Background: an optimization exercise with open tools, aiming at small area and a short achievable clock period. Do not read the settings as production practice. In this exercise RTL edits were held to simulation tests only and were not proved equivalent to the original.

==> flow/design.v (excerpt) <==
module rvDatapath #(
  parameter int                         MEM_WORDS = 64,
  parameter logic [rvCorePkg::XLEN-1:0] RESET_PC  = '0
) (
  input  logic                       clk,
  input  logic                       rst,
  input  logic [rvCorePkg::XLEN-1:0] ins,
  input  logic [2:0]                 aluOp,
  input  logic                       aluSrc,     
  input  logic                       memRead,
  input  logic                       memWrite,
  input  logic                       memToReg,   
  input  logic                       regWrite,
  input  logic                       branch,
  input  logic                       jump,
  output logic [rvCorePkg::XLEN-1:0] pc,
  output logic [rvCorePkg::XLEN-1:0] aluResult,
  output logic                       zero,
  output logic [rvCorePkg::XLEN-1:0] wbData
);
clock: 12.5 ns
lec_check: 0
cap_margin: 10
cell_pad_in_sites_detail_placement: 1
cell_pad_in_sites_global_placement: 2
core_margin: 2
core_utilization: 48
gpl_timing_driven: 0
place_density: 0.58
setup_slack_margin: 2.0
slew_margin: 10
synth_hierarchical: 1
standard.sh (not shown) runs the stock make flow with config.mk's settings and CLKGATE_MAP_FILE= SYNTH_SCRIPT=/design/flow/synth_recipe.tcl, a recipe that flattens the netlist after the stock synthesis.
==> flow/flow/run.sh <==
#!/bin/bash
# Standard layout with three changes, set through the ORFS variables the
# standard scripts read:
# - plain buf_4 port buffers in place of the delay buffers picked by default
# - clock tree from clkbuf_8 with no dummy loads, sinks clustered by 16
set -euo pipefail
export BUFFER_PORTS_ARGS="-buffer_cell sky130_fd_sc_hd__buf_4"
export CTS_ARGS="-sink_clustering_enable -repair_clock_nets -dont_use_dummy_load -buf_list sky130_fd_sc_hd__clkbuf_8 -sink_clustering_size 16 -sink_clustering_max_diameter 50"
bash standard.sh finish > make_finish.log 2>&1
Change:
--- a/flow/design.v
+++ b/flow/design.v
@@ -201,33 +201,53 @@
     logic [3:0]          part2;
     for (genvar i = 0; i < NUM_REGS; i++) begin : g_col
       assign col[i] = regs[i][b];
     end
     selOr #(.N(7)) u1_0 (.d(col[7:1]), .s(sel1[7:1]), .y(part1[0]));
     selOr #(.N(7)) u2_0 (.d(col[7:1]), .s(sel2[7:1]), .y(part2[0]));
     for (genvar g = 1; g < 4; g++) begin : g_grp
       selOr #(.N(8)) u1 (.d(col[8*g+7:8*g]), .s(sel1[8*g+7:8*g]), .y(part1[g]));
       selOr #(.N(8)) u2 (.d(col[8*g+7:8*g]), .s(sel2[8*g+7:8*g]), .y(part2[g]));
     end
-    assign rd1[b] = |part1;
-    assign rd2[b] = |part2;
+    logic [1:0] half1N;
+    logic [1:0] half2N;
+    nor2Cell u1_h0 (.a(part1[0]), .b(part1[1]), .y(half1N[0]));
+    nor2Cell u1_h1 (.a(part1[2]), .b(part1[3]), .y(half1N[1]));
+    nor2Cell u2_h0 (.a(part2[0]), .b(part2[1]), .y(half2N[0]));
+    nor2Cell u2_h1 (.a(part2[2]), .b(part2[3]), .y(half2N[1]));
+    nand2Cell u1_f (.a(half1N[0]), .b(half1N[1]), .y(rd1[b]));
+    nand2Cell u2_f (.a(half2N[0]), .b(half2N[1]), .y(rd2[b]));
   end
 endmodule
 module selOr #(
   parameter int N = 8
 ) (
   input  logic [N-1:0] d,
   input  logic [N-1:0] s,
   output logic         y
 );
   assign y = |(d & s);
 endmodule
+module nor2Cell (
+  input  logic a,
+  input  logic b,
+  output logic y
+);
+  assign y = ~(a | b);
+endmodule
+module nand2Cell (
+  input  logic a,
+  input  logic b,
+  output logic y
+);
+  assign y = ~(a & b);
+endmodule
 `default_nettype wire
 `timescale 1ns/1ps
 `default_nettype none
 import rvCorePkg::*;
 module fetchUnit #(
   parameter logic [rvCorePkg::XLEN-1:0] RESET_PC = '0
 ) (
   input  logic                       clk,
   input  logic                       rst,
   input  logic                       branch,
@@ -355,21 +375,31 @@
   assign rdSel = hit & {MEM_WORDS{memRead}};
   for (genvar b = 0; b < XLEN; b++) begin : g_rd
     logic [MEM_WORDS-1:0]   col;    
     logic [MEM_WORDS/8-1:0] part;
     for (genvar k = 0; k < MEM_WORDS; k++) begin : g_col
       assign col[k] = mem[k][b];
     end
     for (genvar g = 0; g < MEM_WORDS / 8; g++) begin : g_grp
       selOr #(.N(8)) u (.d(col[8*g+7:8*g]), .s(rdSel[8*g+7:8*g]), .y(part[g]));
     end
-    assign memOut[b] = |part;
+    logic [3:0] q4N;
+    logic [1:0] q2;
+    logic       q1N;
+    for (genvar g = 0; g < 4; g++) begin : g_l1
+      nor2Cell u (.a(part[2*g]), .b(part[2*g+1]), .y(q4N[g]));
+    end
+    for (genvar g = 0; g < 2; g++) begin : g_l2
+      nand2Cell u (.a(q4N[2*g]), .b(q4N[2*g+1]), .y(q2[g]));
+    end
+    nor2Cell u_l3 (.a(q2[0]), .b(q2[1]), .y(q1N));
+    assign memOut[b] = ~q1N;
   end
   assign wdGated = wd & {XLEN{~rst}};
   for (genvar k = 0; k < MEM_WORDS; k++) begin : g_word
     logic wrEn;
     assign wrEn = rst | (memWrite & hit[k]);
     always_ff @(posedge clk) begin
       if (wrEn) begin
         mem[k] <= wdGated;
       end
     end
What happened:
- The changed run finished with timing, DRC and antenna clean
- area after synthesis goes up by 0.57%
- non-clock buffer count went down by 33
- worst setup slack gets better by 0.058 ns
- count of clock-buffer cells in the layout fell by 12
- maximum frequency grows by 0.53%

[port drivers added, routing unchanged]
The flow's constraints put no driver on any port. The routed layouts listed below were extracted and timed again, unchanged, in two steps.
Step 1, drivers: a clkbuf_16 drives clk and a buf_2 each remaining input, both assumed.
Step 2 also shifts input and output timing later by t, the mid clock arrival at the registers, as if the neighbouring blocks saw the same clock.
Slacks: ideal ports / drivers / drivers and shift; pairs: ideal ports / drivers.
run | shift t [ns] | setup slack, ns | clock arrival spread, ns | worst data-port slew with drivers (ns) | slew violations | max-capacitance violations
the first run | 1.202 | 1.482 / 1.330 / 1.330 | 0.145 / 0.145 | 1.38 | 0 / 0 | 0 / 0
the second run | 1.181 | 1.540 / 1.415 / 1.415 | 0.138 / 0.138 | 1.58 | 0 / 54 | 0 / 1
After both steps setup and hold are still met in every run listed. The drivers bring new slew violations in the second run. The drivers bring new capacitance violations in the second run. For the first run, which loses most, drivers alone change the setup slack by -0.152 ns; drivers and shift together by -0.152 ns.
